Background: an optimization exercise with open tools, aiming at small area, a short achievable clock period and few clock cycles per item. Do not read the settings as production practice. Only simulation tests tie the RTL to the original design; equivalence was not proved.

==> flow/design.v, too long to show whole: its modules and the start of the top module <==
// module lfpd_front: 77 lines
// module lfpd_back: 330 lines
// module lfpd_istep: 857 lines
// module lfpd_dsum: 487 lines
// module line_follow_pid_drive: 95 lines
module line_follow_pid_drive (
    input  logic                                  aclk,
    input  logic                                  aresetn,
    input  logic                                  cfg_wr_en,
    input  logic [lfpd_pkg::CFG_IDX_W-1:0]        cfg_index,
    input  logic [lfpd_pkg::GAIN_W-1:0]           cfg_wdata,
    input  logic                                  s_valid,
    output logic                                  s_ready,
    input  logic [lfpd_pkg::SENSOR_W-1:0]         s_sensor_bits,
    output logic                                  m_valid,
    input  logic                                  m_ready,
    output logic signed [lfpd_pkg::DUTY_W-1:0]    m_left_duty,
    output logic signed [lfpd_pkg::DUTY_W-1:0]    m_right_duty,
    output logic                                  m_left_reverse,
    output logic                                  m_right_reverse,
    output logic                                  m_line_lost,
    output logic signed [lfpd_pkg::POS_W-1:0]     m_line_position
);
  // ...
==> flow/flow/run.sh <==
#!/bin/bash
# Standard layout with one netlist step added after synthesis: flow/invopt.py
# removes inverters around the full adders of the synthesized netlist (a full
# adder is self-dual, so complementing all of its inputs complements its
# outputs). Registers and every other cell are left as synthesis made them.
set -euo pipefail
R=orfs/results/${FLOW_PLATFORM}/line_follow_pid_drive/base
bash standard.sh synth > synth.log 2>&1
cp "$R/1_2_yosys.v" "$R/1_2_yosys.std.v"
python3 flow/invopt.py "$R/1_2_yosys.std.v" "$R/1_2_yosys.v" > invopt.log 2>&1
rm -f "$R/1_synth.odb" "$R/1_synth.sdc"
bash standard.sh > layout.log 2>&1
==> flow/flow/invopt.py <==
#!/usr/bin/env python3
"""Removes inverters around full adders in a flat sky130 gate netlist.

A full adder is self-dual: FA(~a, ~b, ~c) = (~sum, ~cout). Each FA may be
"flipped" (all inputs and outputs complemented) without changing the
function; inverters are then placed only where a net is needed in the
polarity its driver does not give. Registers and all other cells are kept.
usage: invopt.py IN.v OUT.v
"""
import re, sys
from collections import defaultdict

src = open(sys.argv[1]).read()
m = re.search(r'(module\s+(\w+)\s*\((.*?)\);)(.*?)(endmodule)', src, re.S)
header, top, body = m.group(1), m.group(2), m.group(4)

stmts = [s.strip() for s in body.split(';')]
decls, assigns, cells = [], [], []
cell_re = re.compile(r'^(sky130_fd_sc_hd__\w+)\s+(\S+)\s*\((.*)\)$', re.S)
for s in stmts:
    if not s: continue
    mm = cell_re.match(s)
    if mm:
        pins = [(p, n.strip()) for p, n in re.findall(r'\.(\w+)\(\s*((?:[^()]|\([^()]*\))*?)\s*\)', mm.group(3), re.S)]
        cells.append([mm.group(1), mm.group(2), pins])
    elif s.startswith('assign'):
        assigns.append(s)
    else:
        decls.append(s)

OUTPINS = {'X', 'Y', 'Q', 'Q_N', 'SUM', 'COUT', 'HI', 'LO'}
def is_inv(t): return re.match(r'sky130_fd_sc_hd__(inv|clkinv)_\d+$', t) is not None
def is_fa(t): return re.match(r'sky130_fd_sc_hd__fa_\d+$', t) is not None

fixed = set()
for a in assigns:
    for n in re.findall(r'[\\]?[\w\[\]\.\$]+(?:\s*\[\d+\])?', a[len('assign'):]):
        fixed.add(n.strip())
portnames = set(re.findall(r'(\w+)', m.group(3)))
# net names in decls like "output [3:0] m_line_position" -> port bits are "m_line_position[3]"
def net_is_port(n):
    base = n.split('[')[0].strip()
    return base in portnames

driver = {}
for ci, (t, name, pins) in enumerate(cells):
    for p, n in pins:
        if p in OUTPINS: driver[n] = (ci, p)

# root/parity through inverter chains
def root(n):
    par = 0
    seen = 0
    while n in driver and is_inv(cells[driver[n][0]][0]) and seen < 50:
        ci = driver[n][0]
        n = dict(cells[ci][2])['A']; par ^= 1; seen += 1
    return n, par

inv_cells = [ci for ci, c in enumerate(cells) if is_inv(c[0])]
fa_cells = [ci for ci, c in enumerate(cells) if is_fa(c[0])]
fa_idx = {ci: k for k, ci in enumerate(fa_cells)}

# loads: list of (cell index, pin, root net, parity); plus "fixed" uses of inverter outputs
loads = []
keep_inv = set()
for ci, (t, name, pins) in enumerate(cells):
    if is_inv(t): continue
    for p, n in pins:
        if p in OUTPINS: continue
        r, par = root(n)
        loads.append((ci, p, r, par))
# inverter outputs that are ports or used by assigns must stay as they are
for ci in inv_cells:
    y = dict(cells[ci][2])['Y']
    if y in fixed or net_is_port(y):
        keep_inv.add(ci)
for ci in keep_inv:
    a = dict(cells[ci][2])['A']
    r, par = root(a)
    loads.append((-1 - ci, 'A', r, par))   # a pseudo-load needing r ^ par

flip = [0] * len(fa_cells)
def gflip(net):
    d = driver.get(net)
    if d and is_fa(cells[d[0]][0]): return flip[fa_idx[d[0]]]
    return 0
def lflip(ci):
    if ci >= 0 and is_fa(cells[ci][0]): return flip[fa_idx[ci]]
    return 0

loads_by_net = defaultdict(list)
for k, (ci, p, r, par) in enumerate(loads):
    loads_by_net[r].append(k)
fa_load_nets = defaultdict(set)
for k, (ci, p, r, par) in enumerate(loads):
    if ci >= 0 and is_fa(cells[ci][0]): fa_load_nets[fa_idx[ci]].add(r)
fa_out_nets = defaultdict(set)
for ci in fa_cells:
    for p, n in cells[ci][2]:
        if p in OUTPINS: fa_out_nets[fa_idx[ci]].add(n)

def needs_inv(r):
    g = gflip(r)
    for k in loads_by_net[r]:
        ci, p, _, par = loads[k]
        if par ^ lflip(ci) ^ g: return 1
    return 0
def needs_true(r):
    g = gflip(r)
    for k in loads_by_net[r]:
        ci, p, _, par = loads[k]
        if not (par ^ lflip(ci) ^ g): return 1
    return 0
def cost_nets(nets):
    c = 0
    for r in nets:
        c += needs_inv(r)
        # a flipped FA output that is a port/fixed net needs its true value back
        if gflip(r) and (r in fixed or net_is_port(r)): c += 1
    return c

before = sum(needs_inv(r) for r in loads_by_net)
improved = True; rounds = 0
while improved and rounds < 20:
    improved = False; rounds += 1
    for k in range(len(fa_cells)):
        nets = fa_load_nets[k] | fa_out_nets[k]
        c0 = cost_nets(nets)
        flip[k] ^= 1
        c1 = cost_nets(nets)
        if c1 < c0: improved = True
        else: flip[k] ^= 1

# rewrite
newcells = []
newdecl = []
cnt = [0]
def fresh():
    cnt[0] += 1
    n = f"_invopt_{cnt[0]}_"
    newdecl.append(f"wire {n}")
    return n
# nets driven by flipped FAs that are ports/fixed: FA drives a fresh net, inverter restores
rename_out = {}
for ci in fa_cells:
    if flip[fa_idx[ci]]:
        for p, n in cells[ci][2]:
            if p in OUTPINS and (n in fixed or net_is_port(n)):
                rename_out[n] = fresh()
comp = {}   # root net -> net carrying its complement (w.r.t. the driven wire)
def wire_of(r):
    return rename_out.get(r, r)
def get_comp(r):
    if r not in comp:
        comp[r] = fresh()
        newcells.append(["sky130_fd_sc_hd__inv_1", f"_invopt_c{len(comp)}_", [("A", wire_of(r)), ("Y", comp[r])]])
    return comp[r]
for r in rename_out:
    # the true value of r = complement of the flipped FA's output wire
    newcells.append(["sky130_fd_sc_hd__inv_1", f"_invopt_p{cnt[0]}_{len(newcells)}_", [("A", rename_out[r]), ("Y", r)]])

load_map = {}
for k, (ci, p, r, par) in enumerate(loads):
    load_map[(ci, p)] = (r, par)
out_cells = []
for ci, (t, name, pins) in enumerate(cells):
    if is_inv(t) and ci not in keep_inv: continue
    newpins = []
    for p, n in pins:
        if p in OUTPINS:
            if is_fa(t) and flip[fa_idx[ci]] and n in rename_out:
                newpins.append((p, rename_out[n]))
            else:
                newpins.append((p, n))
        else:
            key = (ci, p) if not (is_inv(t) and ci in keep_inv) else (-1 - ci, 'A')
            r, par = load_map[key]
            need = par ^ lflip(ci if ci in fa_idx or is_fa(t) else -1) ^ gflip(r)
            if is_inv(t) and ci in keep_inv:
                # keep inverter: its input must be the complement of its (true) output
                need = par ^ gflip(r)
                if r in rename_out: need = par  # r itself carries the true value
                newpins.append((p, get_comp(r) if need else (r if r in rename_out else wire_of(r))))
                continue
            if r in rename_out:
                # r (restored true value) available; loads wanting true use r, inverted use FA wire
                need2 = par ^ lflip(ci)
                newpins.append((p, rename_out[r] if need2 else r))
            else:
                newpins.append((p, get_comp(r) if need else r))
    out_cells.append([t, name, newpins])
out_cells += newcells

lines = [header]
for d in decls: lines.append("  " + d + " ;")
for d in newdecl: lines.append("  " + d + " ;")
for t, name, pins in out_cells:
    pl = ",\n".join(f"    .{p}({n} )" for p, n in pins)
    lines.append(f"  {t} {name} (\n{pl}\n  );")
for a in assigns: lines.append("  " + a + " ;")
lines.append("endmodule")
open(sys.argv[2], 'w').write(src[:m.start()] + "\n".join(lines) + "\n" + src[m.end():])
after_inv = sum(1 for c in out_cells if is_inv(c[0]))
print(f"inverters: {len(inv_cells)} -> {after_inv}; flipped {sum(flip)} of {len(fa_cells)} FAs", file=sys.stderr)
==> flow/standard.sh <==
#!/bin/bash
# synth_recipe.tcl (not shown) runs the flow's synth.tcl, then flattens the netlist and writes it again
# the make line also repeats each setting of config.mk as NAME=value (left out here)
make -C /OpenROAD-flow-scripts/flow DESIGN_CONFIG=/design/flow/config.mk WORK_HOME=/design/flow/orfs CLKGATE_MAP_FILE= SYNTH_SCRIPT=/design/flow/synth_recipe.tcl "${@:-finish}"
==> flow/config.mk <==
export PLATFORM = sky130hd
export DESIGN_NAME = line_follow_pid_drive
export DESIGN_NICKNAME = line_follow_pid_drive
export VERILOG_FILES = /design/flow/design.v
export SDC_FILE = /design/flow/constraint.sdc
export NUM_CORES = 4
export LEC_CHECK = 0
export CAP_MARGIN = 20
export CORE_MARGIN = 2
export CORE_UTILIZATION = 40
export SETUP_SLACK_MARGIN = 2
export SLEW_MARGIN = 20
==> flow/constraint.sdc <==
create_clock -name core_clock -period 12.0 [get_ports {aclk}]
set_input_delay 2.4000 -clock core_clock [delete_from_list [all_inputs] [get_ports {aclk}]]
set_output_delay 2.4000 -clock core_clock [all_outputs]
set_load 0.01 [all_outputs]
==> qor.yml, run 1 <==
worst_setup_path_end_kind: "flop"
wire_length_of_the_first_global_routing_pass_um: 95100
gp_congestion: 0.897
groute.layer.met1.usage_pct: 28.5
groute.layer.met2.usage_pct: 32.3
dpl.hpwl_um: 47800
worst_clock_skew_ns: 0.00960
viasPerCell: 5.43
die_area_um2: 58700
clk-insertion-delay-late_ns: 0.44
synth.net_count: 3054
hold_class: "reg -> reg"
rows: 87
finish.utilization_pct: 44.3
layout.cells.most_common_list: "sky130_fd_sc_hd__ha_1 (286), sky130_fd_sc_hd__fa_1 (268), sky130_fd_sc_hd__inv_1 (265)"
synth_to_final_area_change_pct: 9.70
synth.cell_area_um2: 22700
die_height_um: 242
cts_made_buffers: 17
final_common_cell: "sky130_fd_sc_hd__ha_1"
run_status: "complete, no violations"
groute.layer.met3.usage_pct: 2.25
place.port_buffers: 52
cts_tree: "yes"
post_layout_nonfiller_instances: 3275
worstPathRequired_ns: 12.18
clk_root_buffer_cell: "sky130_fd_sc_hd__clkbuf_16"
wl_per_cell_um: 18.0
grt.busiest_layer: "met2"
reg2reg_slack_ns: 2.45
routed.top_layer: "met4"
Testbench counts, summed over its fixed seeds: cycles 1,944, items 1,920.
==> run 2: changes to the inputs <==
--- a/flow/config.mk
+++ b/flow/config.mk
@@ -8,5 +8,5 @@
 export CAP_MARGIN = 20
 export CORE_MARGIN = 2
 export CORE_UTILIZATION = 40
-export SETUP_SLACK_MARGIN = 2
+export SETUP_SLACK_MARGIN = 3
 export SLEW_MARGIN = 20
==> qor.yml, run 2 <==
worst_pin_slew_ns: 0.998  # was 1.02 ns
grt.overflow.total: 0  # unchanged
rsz0062_at_grt: "yes"  # unchanged
die_area_um2: 58700  # unchanged
cts_tree: "yes"  # unchanged
dr_total_vias: 18000  # was 17800
grt_start_max_net_pins: 72  # was 39
postCtsHoldBufs: 0  # unchanged
final_common_cell: "sky130_fd_sc_hd__ha_1"  # unchanged
floorplan.core_area_um2: 56300  # unchanged
largest_reg_flops: 34  # unchanged
synthCells: 2476  # unchanged
detail_route.first_pass.iterations: 5  # unchanged
detail-route-antenna-nets: 0  # unchanged
timing.rr.end: "u_back.r2_mv[12]$_DFFE_PN_"  # was u_back.integral_reg[11]$_DFFE_PP_
synth.net_count: 3054  # unchanged
fmax_ghz: 0.113  # was 0.105 GHz
cts_made_buffers: 17  # unchanged
run_status: "complete, no violations"  # unchanged
finalCriticalPeriod_ns: 8.85  # was 9.55 ns
worstSetupStartpointType: "flop"  # unchanged
cp.arrival_ns: 9.03  # was 9.74 ns
clk_buf_depth: 2  # unchanged
synth_to_final_area_change_pct: 13.9  # was 9.70%
syn-mean-instance-area_um2: 9.18  # unchanged
ys.warnings.count: 3  # unchanged
chipWidth_um: 242  # unchanged
critPathKind: "reg -> reg"  # unchanged
grt_antenna_before_repair: 0  # unchanged
hold_class: "reg -> reg"  # unchanged
fillers: 5328  # was 5401
layout-drive-gt1-share_pct: 9.97  # was 5.00%
first_iter_violations: 1102  # was 1167
remaining_drc_errors: 0  # unchanged
cpPeakStageDelay_ns: 0.58  # was 0.57 ns
worst_setup_path_end_kind: "flop"  # unchanged
slew-limit-headroom_pct: 31.7  # about the same
crit_path_max_fanout: 5  # was 9
clk-insertion-delay-late_ns: 0.44  # about the same
timing.reg2reg.worst_path_depth: 33  # was 35
initial_core_utilization_pct: 40.4  # unchanged
routed_wl_um: 59900  # was 58800 um
place.port_buffers: 52  # unchanged
finalHoldViolCount: 0  # unchanged
wl_per_cell_um: 18.0  # about the same
clk_pin_slew_ns: 0.07  # about the same
layout.cells.most_common_list: "sky130_fd_sc_hd__ha_1 (271), sky130_fd_sc_hd__fa_1 (262), sky130_fd_sc_hd__inv_1 (257)"  # was sky130_fd_sc_hd__ha_1 (286), sky130_fd_sc_hd__fa_1 (268), sky130_fd_sc_hd__inv_1 (265)
clk_root_buffer_cell: "sky130_fd_sc_hd__clkbuf_16"  # unchanged
final.period_utilization_pct: 73.8  # was 79.6%
timing.critical_path.mode_cell: "sky130_fd_sc_hd__fa_1"  # unchanged
viasPerCell: 5.43  # about the same
hold_crit_endpoint: "u_back.r3_lrev$_DFFE_PN_"  # was u_back.r3_pos[1]$_DFFE_PN_
report.final.setup_viol: 0  # unchanged
aggregate_global_route_resource_usage_pct: 20.5  # was 20.0%
max-cap-violations: 0  # unchanged
htree_num_levels: 4  # unchanged
pin_count: 53  # unchanged
post_layout_nonfiller_instances: 3323  # was 3275
synth.cell_area_um2: 22700  # unchanged
crit_path_top_delay_cell: "sky130_fd_sc_hd__fa_2"  # was sky130_fd_sc_hd__fa_1
reg2reg_slack_ns: 3.15  # was 2.45 ns
die_height_um: 242  # unchanged
cts_sinks: 142  # unchanged
placedCellCount: 3223  # was 3225
num-nets-final: 3132  # was 3084
reg2reg_from: "u_back.izero_reg$_SDFFE_PN1P_"  # unchanged
timing.hold.worst_path_depth: 0  # unchanged
n_antenna_cell: 0  # unchanged
hold_path_startpoint: "u_back.r2_lrev$_DFFE_PN_"  # was u_back.r2_pos[1]$_DFFE_PN_
rows: 87  # unchanged
dpl.hpwl_um: 47500  # was 47800 um
gp_congestion: 0.929  # was 0.897
slew_violations: 0  # unchanged
wire_length_of_the_first_global_routing_pass_um: 98200  # was 95100 um
worst_clock_skew_ns: 0.0135  # was 0.00960 ns
timing.setup.tns_ns: 0  # unchanged
via_count_of_the_first_global_routing_pass: 18800  # was 18000
worstPathRequired_ns: 12.18  # about the same
run 2: final cells by class:
cell class / count / area [um2] / area share, %
Clock buffer: 17 / 425 / 1.64
Sequential cell: 142 / 3700 / 14.3
Tap cell: 756 / 946 / 3.65
Multi-Input combinational cell: 1988 / 18400 / 71.2
Clock inverter: 15 / 140 / 0.541
Inverter: 267 / 1010 / 3.92
Timing Repair Buffer: 138 / 1220 / 4.72
run 2: how the worst max path moves through the flow:
stage                                  start                                 to  slack (ns)  cells past startpoint
2_1_floorplan  u_back.izero_reg$_SDFFE_PN1P_  u_back.integral_reg[11]$_DFFE_PP_        2.99                     34
3_3_place_gp    ki_front_reg[0]$_SDFFE_PN0P_  u_back.integral_reg[11]$_DFFE_PP_        1.95                     33
3_5_place_dp    ki_front_reg[1]$_SDFFE_PN0P_  u_back.integral_reg[11]$_DFFE_PP_        1.75                     33
4_1_cts        u_back.izero_reg$_SDFFE_PN1P_         u_back.r2_mv[11]$_DFFE_PN_        3.00                     32
5_1_grt        u_back.izero_reg$_SDFFE_PN1P_         u_back.r2_mv[12]$_DFFE_PN_        2.91                     34
6_report       u_back.izero_reg$_SDFFE_PN1P_         u_back.r2_mv[12]$_DFFE_PN_        3.15                     33
run 2: per-layer routing:
| layer | global-route usage [%] | wire, um |
|---|---|---|
| met2 | 35.4 | 29600 |
| met5 | 0 | 0 |
| met1 | 27.6 | 27200 |
| met4 | 4.74 | 994 |
| met3 | 2.10 | 2140 |
run 2: critical path, delay by kind of cell (launching register included):
kind / cells / cell delay [ns]
flops: 1 / 0.37
xor+xnor: 2 / 0.35
buf+inv: 4 / 0.42
compound gates: 10 / 1.70
simple gates: 5 / 0.80
fa+ha+maj: 12 / 4.91
run 2: stage by stage:
step | worst slack [ns] | cell area [um2] | util [%] | hold slack, ns
finish | 3.15 | 25900 | 46.0 | 0.423
global route | 2.91 | 25900 | 46.0 | 0.427
CTS | 3.00 | 25300 | 45.0 | 0.425
detailed placement | 1.75 | 24100 | 42.8 | 0.408
global placement | 1.95 | 24100 | 42.8 | 0.409
floorplan | 2.99 | 22800 | - | 0.400
run 2: what timing repair did:
item / CTS / global route
gates resized for setup: 64 / 77
endpoints found under the setup margin: 44 / 41
setup buffers: 47 / 21
pin swaps: 24 / 66
==> run 3: changes to the inputs <==
--- a/flow/config.mk
+++ b/flow/config.mk
@@ -8,5 +8,5 @@
 export CAP_MARGIN = 20
 export CORE_MARGIN = 2
 export CORE_UTILIZATION = 40
-export SETUP_SLACK_MARGIN = 3
+export SETUP_SLACK_MARGIN = 4
 export SLEW_MARGIN = 20
==> qor.yml, run 3 <==
wl_per_cell_um: 18.4  # was 18.0 um
fmax_ghz: 0.111  # was 0.113 GHz
dpl.hpwl_um: 48300  # was 47500 um
slew-limit-headroom_pct: 31.3  # was 31.7%
wire_length_of_the_first_global_routing_pass_um: 99400  # was 98200 um
largest_reg_flops: 34  # unchanged
reg2reg_from: "u_back.izero_reg$_SDFFE_PN1P_"  # unchanged
layout.cells.most_common_list: "sky130_fd_sc_hd__ha_1 (264), sky130_fd_sc_hd__fa_1 (263), sky130_fd_sc_hd__inv_1 (255)"  # was sky130_fd_sc_hd__ha_1 (271), sky130_fd_sc_hd__fa_1 (262), sky130_fd_sc_hd__inv_1 (257)
place.port_buffers: 52  # unchanged
cts_made_buffers: 17  # unchanged
critPathKind: "reg -> reg"  # unchanged
cpPeakStageDelay_ns: 0.58  # about the same
worst_clock_skew_ns: 0.0106  # was 0.0135 ns
worstSetupStartpointType: "flop"  # unchanged
slew_violations: 0  # unchanged
detail-route-antenna-nets: 0  # unchanged
placedCellCount: 3221  # was 3223
synth_to_final_area_change_pct: 16.4  # was 13.9%
synthCells: 2476  # unchanged
worst_pin_slew_ns: 1.03  # was 0.998 ns
worst_setup_path_end_kind: "flop"  # unchanged
hold_class: "reg -> reg"  # unchanged
synth.net_count: 3054  # unchanged
finalHoldViolCount: 0  # unchanged
viasPerCell: 5.42  # was 5.43
clk_pin_slew_ns: 0.07  # about the same
rsz0062_at_grt: "yes"  # unchanged
remaining_drc_errors: 0  # unchanged
die_area_um2: 58700  # unchanged
dr_total_vias: 18100  # was 18000
detail_route.first_pass.iterations: 5  # unchanged
postCtsHoldBufs: 0  # unchanged
floorplan.core_area_um2: 56300  # unchanged
cts_tree: "yes"  # unchanged
clk-insertion-delay-late_ns: 0.46  # was 0.44 ns
synth.cell_area_um2: 22700  # unchanged
aggregate_global_route_resource_usage_pct: 20.9  # was 20.5%
grt_antenna_before_repair: 1  # was 0
finalCriticalPeriod_ns: 9.01  # was 8.85 ns
final.period_utilization_pct: 75.1  # was 73.8%
cts_sinks: 142  # unchanged
layout-drive-gt1-share_pct: 12.4  # was 9.97%
cp.arrival_ns: 9.21  # was 9.03 ns
num-nets-final: 3151  # was 3132
post_layout_nonfiller_instances: 3342  # was 3323
htree_num_levels: 4  # unchanged
reg2reg_slack_ns: 2.99  # was 3.15 ns
run_status: "complete, no violations"  # unchanged
pin_count: 53  # unchanged
hold_path_startpoint: "u_back.r2_lrev$_DFFE_PN_"  # unchanged
timing.reg2reg.worst_path_depth: 35  # was 33
chipWidth_um: 242  # unchanged
hold_crit_endpoint: "u_back.r3_lrev$_DFFE_PN_"  # unchanged
timing.hold.worst_path_depth: 0  # unchanged
first_iter_violations: 1093  # was 1102
finish.utilization_pct: 47.0  # was 46.0%
n_antenna_cell: 0  # unchanged
gp_congestion: 0.904  # was 0.929
rows: 87  # unchanged
report.final.setup_viol: 0  # unchanged
initial_core_utilization_pct: 40.4  # unchanged
clk_buf_depth: 2  # unchanged
via_count_of_the_first_global_routing_pass: 18600  # was 18800
timing.setup.tns_ns: 0  # unchanged
grt.overflow.total: 0  # unchanged
worstPathRequired_ns: 12.21  # was 12.18 ns
timing.critical_path.mode_cell: "sky130_fd_sc_hd__fa_1"  # unchanged
max-cap-violations: 0  # unchanged
timing.rr.end: "u_back.r2_mv[11]$_DFFE_PN_"  # was u_back.r2_mv[12]$_DFFE_PN_
fillers: 5289  # was 5328
grt_start_max_net_pins: 47  # was 72
crit_path_top_delay_cell: "sky130_fd_sc_hd__fa_2"  # unchanged
die_height_um: 242  # unchanged
routed_wl_um: 61600  # was 59900 um
ys.warnings.count: 3  # unchanged
crit_path_max_fanout: 6  # was 5
clk_root_buffer_cell: "sky130_fd_sc_hd__clkbuf_16"  # unchanged
final_common_cell: "sky130_fd_sc_hd__ha_1"  # unchanged
syn-mean-instance-area_um2: 9.18  # unchanged
==> run 3: timing repair <==
| item | CTS | global route |
|---|---|---|
| endpoints found under the setup margin | 47 | 45 |
| pin swaps | 47 | 77 |
| gates resized for setup | 82 | 100 |
| cloned | 2 | 0 |
| endpoints found under the hold margin | 0 | 0 |
| buffers inserted | 52 | 35 |
==> run 3: worst max-delay path by stage <==
stage / from / end / slack [ns]
after detailed placement: ki_front_reg[5]$_SDFFE_PN0P_ / u_back.integral_reg[11]$_DFFE_PP_ / 2.25
final: u_back.izero_reg$_SDFFE_PN1P_ / u_back.r2_mv[11]$_DFFE_PN_ / 2.99
after floorplan: ki_front_reg[0]$_SDFFE_PN0P_ / u_back.r2_mv[11]$_DFFE_PN_ / 3.47
after CTS: u_back.izero_reg$_SDFFE_PN1P_ / u_back.integral_reg[9]$_DFFE_PP_ / 3.12
after global placement: ki_front_reg[5]$_SDFFE_PN0P_ / u_back.integral_reg[11]$_DFFE_PP_ / 2.46
after global routing: ki_front_reg[5]$_SDFFE_PN0P_ / u_back.r2_mv[11]$_DFFE_PN_ / 2.72
==> run 3: per-layer routing <==
layer	vias up	part of all wire (%)	wire [um]	track usage (%)
met1	9035	46	28000	28.7
li1	8628	-	-	-
met4	0	1.4	864	3.90
met3	52	3.7	2300	2.30
met5	-	0	0	0
met2	412	49	30400	35.9
==> run 3: final cells by class <==
cell class	count	area, um2	area share, %
clock buffer	17	425	1.61
clock inverter	15	166	0.629
inverter	267	1010	3.82
multi-input combinational	1990	18800	71.2
sequential	142	3700	14.0
tap	756	946	3.58
timing repair buffer	155	1380	5.22
==> run 3: per-stage QoR <==
step | hold WS (ns) | setup slack, ns | area (um2)
4_1_cts | 0.425 | 3.12 | 25700
2_1_floorplan | 0.400 | 3.47 | 23000
3_5_place_dp | 0.409 | 2.25 | 24200
6_report | 0.422 | 2.99 | 26400
5_1_grt | 0.433 | 2.72 | 26400
3_3_place_gp | 0.401 | 2.46 | 24200
==> run 3: critical path, delay by kind of cell, from the launching register on <==
| kind | cells | cell delay, ns |
|---|---|---|
| AO/OA/AOI/OAI | 10 | 1.77 |
| XOR/XNOR | 2 | 0.34 |
| adder cells (fa/ha/maj) | 12 | 4.77 |
| buffers and inverters | 5 | 0.60 |
| flip-flops | 1 | 0.39 |
| AND/OR/NAND/NOR | 6 | 0.89 |
==> run 4: changes to the inputs <==
--- a/flow/config.mk
+++ b/flow/config.mk
@@ -8,5 +8,4 @@
 export CAP_MARGIN = 20
 export CORE_MARGIN = 2
 export CORE_UTILIZATION = 40
-export SETUP_SLACK_MARGIN = 4
 export SLEW_MARGIN = 20
==> qor.yml, run 4 <==
multiInputGateArea_um2: 17700  # was 18800 um2
worst_setup_path_end_kind: "flop"  # unchanged
timing.rr.end: "u_back.integral_reg[11]$_DFFE_PP_"  # was u_back.r2_mv[11]$_DFFE_PN_
fillers: 5423  # was 5289
post_cts_resized: 0  # was 82
finalHoldViolCount: 0  # unchanged
num-nets-final: 3066  # was 3151
timing.critical_path.mode_cell: "sky130_fd_sc_hd__fa_1"  # unchanged
place.port_buffers: 52  # unchanged
cts_tree: "yes"  # unchanged
viasPerCell: 5.41  # was 5.42
n_antenna_cell: 0  # unchanged
grt_antenna_before_repair: 0  # was 1
floorplan.core_area_um2: 56300  # unchanged
gp_congestion: 0.897  # was 0.904
dpl.hpwl_um: 47800  # was 48300 um
final_common_cell: "sky130_fd_sc_hd__ha_1"  # unchanged
pin_count: 53  # unchanged
remaining_drc_errors: 0  # unchanged
final.period_utilization_pct: 86.6  # was 75.1%
timing.reg2reg.worst_path_depth: 34  # was 35
layout-drive-gt1-share_pct: 3.52  # was 12.4%
slew-limit-headroom_pct: 30.4  # was 31.3%
area.sequential_um2: 3680  # was 3700 um2
initial_core_utilization_pct: 40.4  # unchanged
die_area_um2: 58700  # unchanged
largest_reg_flops: 34  # unchanged
fmax_ghz: 0.0963  # was 0.111 GHz
clk_buf_depth: 2  # unchanged
hold_path_startpoint: "u_back.r2_pos[1]$_DFFE_PN_"  # was u_back.r2_lrev$_DFFE_PN_
clk_root_buffer_cell: "sky130_fd_sc_hd__clkbuf_16"  # unchanged
synth_to_final_area_change_pct: 8.46  # was 16.4%
worstPathRequired_ns: 12.18  # was 12.21 ns
slew_violations: 0  # unchanged
cts_sinks: 142  # unchanged
clk-insertion-delay-late_ns: 0.44  # was 0.46 ns
die_height_um: 242  # unchanged
crit_path_max_fanout: 13  # was 6
clk_pin_slew_ns: 0.07  # about the same
hold_class: "reg -> reg"  # unchanged
rsz0062_at_grt: "no"  # was yes
crit_path_top_delay_cell: "sky130_fd_sc_hd__nor2b_1"  # was sky130_fd_sc_hd__fa_2
layout.cells.most_common_list: "sky130_fd_sc_hd__ha_1 (286), sky130_fd_sc_hd__fa_1 (268), sky130_fd_sc_hd__inv_1 (266)"  # was sky130_fd_sc_hd__ha_1 (264), sky130_fd_sc_hd__fa_1 (263), sky130_fd_sc_hd__inv_1 (255)
hold_crit_endpoint: "u_back.r3_pos[1]$_DFFE_PN_"  # was u_back.r3_lrev$_DFFE_PN_
timing.setup.tns_ns: 0  # unchanged
worst_pin_slew_ns: 1.04  # was 1.03 ns
routed_wl_um: 58300  # was 61600 um
timing.hold.worst_path_depth: 0  # unchanged
reg2reg_from: "ki_front_reg[2]$_SDFFE_PN0P_"  # was u_back.izero_reg$_SDFFE_PN1P_
post-cts-setup-buffer-count: 0  # was 52
cp.arrival_ns: 10.56  # was 9.21 ns
grt.overflow.total: 0  # unchanged
run_status: "complete, no violations"  # unchanged
reg2reg_slack_ns: 1.61  # was 2.99 ns
max-cap-violations: 0  # unchanged
cts_made_buffers: 17  # unchanged
aggregate_global_route_resource_usage_pct: 20.0  # was 20.9%
report.final.setup_viol: 0  # unchanged
synthCells: 2476  # unchanged
syn-mean-instance-area_um2: 9.18  # unchanged
critPathKind: "reg -> reg"  # unchanged
finalCriticalPeriod_ns: 10.39  # was 9.01 ns
worstSetupStartpointType: "flop"  # unchanged
worst_clock_skew_ns: 0.00809  # was 0.0106 ns
ys.warnings.count: 3  # unchanged
wire_length_of_the_first_global_routing_pass_um: 95100  # was 99400 um
via_count_of_the_first_global_routing_pass: 18000  # was 18600
postCtsHoldBufs: 0  # unchanged
chipWidth_um: 242  # unchanged
synth.net_count: 3054  # unchanged
detail_route.first_pass.iterations: 5  # unchanged
htree_num_levels: 4  # unchanged
rows: 87  # unchanged
detail-route-antenna-nets: 0  # unchanged
wl_per_cell_um: 17.9  # was 18.4 um
dr_total_vias: 17600  # was 18100
first_iter_violations: 1151  # was 1093
cpPeakStageDelay_ns: 0.75  # was 0.58 ns
synth.cell_area_um2: 22700  # unchanged
grt_start_max_net_pins: 39  # was 47
## run 4: cell types whose count changed in the layout (fill, tap and decap cells not counted), sizes merged, moves of 2 or more
cell / previous run / this run
clkinv: 5 / 0
bufinv: 0 / 2
buf: 103 / 20
clkdlybuf4s50: 44 / 52
nor2b: 49 / 47
dlygate4sd2: 2 / 0
dlymetal6s2s: 5 / 0
## run 4: layout make-up
| class | instances | area share (%) |
|---|---|---|
| inverter | 267 | 4.07 |
| tap | 756 | 3.84 |
| sequential | 142 | 14.9 |
| timing repair buffer | 72 | 2.72 |
| multi-input combinational | 1988 | 72.0 |
| clock inverter | 14 | 0.680 |
| clock buffer | 18 | 1.78 |
## run 4: worst max-delay path by stage
stage | startpoint | slack, ns | endpoint
6_report | ki_front_reg[2]$_SDFFE_PN0P_ | 1.61 | u_back.integral_reg[11]$_DFFE_PP_
2_1_floorplan | ki_front_reg[0]$_SDFFE_PN0P_ | 2.37 | u_back.integral_reg[11]$_DFFE_PP_
5_1_grt | ki_front_reg[2]$_SDFFE_PN0P_ | 0.82 | u_back.integral_reg[11]$_DFFE_PP_
4_1_cts | ki_front_reg[0]$_SDFFE_PN0P_ | 1.68 | u_back.integral_reg[11]$_DFFE_PP_
3_5_place_dp | ki_front_reg[0]$_SDFFE_PN0P_ | 1.68 | u_back.integral_reg[11]$_DFFE_PP_
3_3_place_gp | ki_front_reg[0]$_SDFFE_PN0P_ | 1.89 | u_back.integral_reg[11]$_DFFE_PP_
## run 4: metal layers
| metal | GRT usage (%) | vias up | wire (um) |
|---|---|---|---|
| met4 | 5.34 | 0 | 1330 |
| met2 | 32.3 | 396 | 26900 |
| met1 | 28.4 | 8673 | 27900 |
| met5 | 0 | - | 0 |
| met3 | 2.25 | 78 | 2210 |
| li1 | - | 8476 | - |
## run 4: stage by stage
step | util (%) | hold WS [ns] | instances | setup slack (ns) | area [um2]
2_1_floorplan | - | 0.400 | 2476 | 2.37 | 22700
3_3_place_gp | 42.7 | 0.404 | 3225 | 1.89 | 24000
3_5_place_dp | 42.7 | 0.406 | 3225 | 1.68 | 24000
4_1_cts | 43.8 | 0.424 | 3257 | 1.68 | 24600
5_1_grt | 43.8 | 0.426 | 3257 | 0.824 | 24600
6_report | 43.8 | 0.423 | 3257 | 1.61 | 24600
## run 4: critical path: cells and delay by family, from the launching register on
family	cells	cell delay, ns
and+or+nand+nor	5	1.59
AOI/OAI and AO/OA	12	2.59
DFF	1	0.40
xor gates and xnor gates	3	0.59
adders and majority gates	10	4.42
buffers and inverters	4	0.54

## separate check: timing with driven ports
The flow's constraints put no driver on any port. The routed layouts listed below were extracted and timed again, unchanged, in two steps.
Step 1, drivers: a clkbuf_16 drives aclk and a buf_2 each remaining input, both assumed.
Step 2 also shifts input and output timing later by t, the mid clock arrival at the registers, as if the neighbouring blocks saw the same clock.
Three values: no drivers, after step 1, after step 2; two values: the first two.
run | shift t [ns] | setup slack, ns | worst hold slack (ns) | pins driven straight from the clock port
run 1 | 0.492 | 2.445 / 2.445 / 2.445 | 0.423 / 0.423 / 0.423 | 1
run 2 | 0.488 | 3.145 / 3.145 / 3.093 | 0.423 / 0.423 / 0.423 | 1
run 3 | 0.503 | 2.992 / 2.992 / 2.992 | 0.422 / 0.422 / 0.422 | 1
run 4 | 0.490 | 1.611 / 1.611 / 1.611 | 0.423 / 0.423 / 0.423 | 1
After both steps every run listed still meets setup and hold. The setup slack of run 2, which loses most, moves by 0.000 ns with the drivers and by -0.052 ns with both steps.
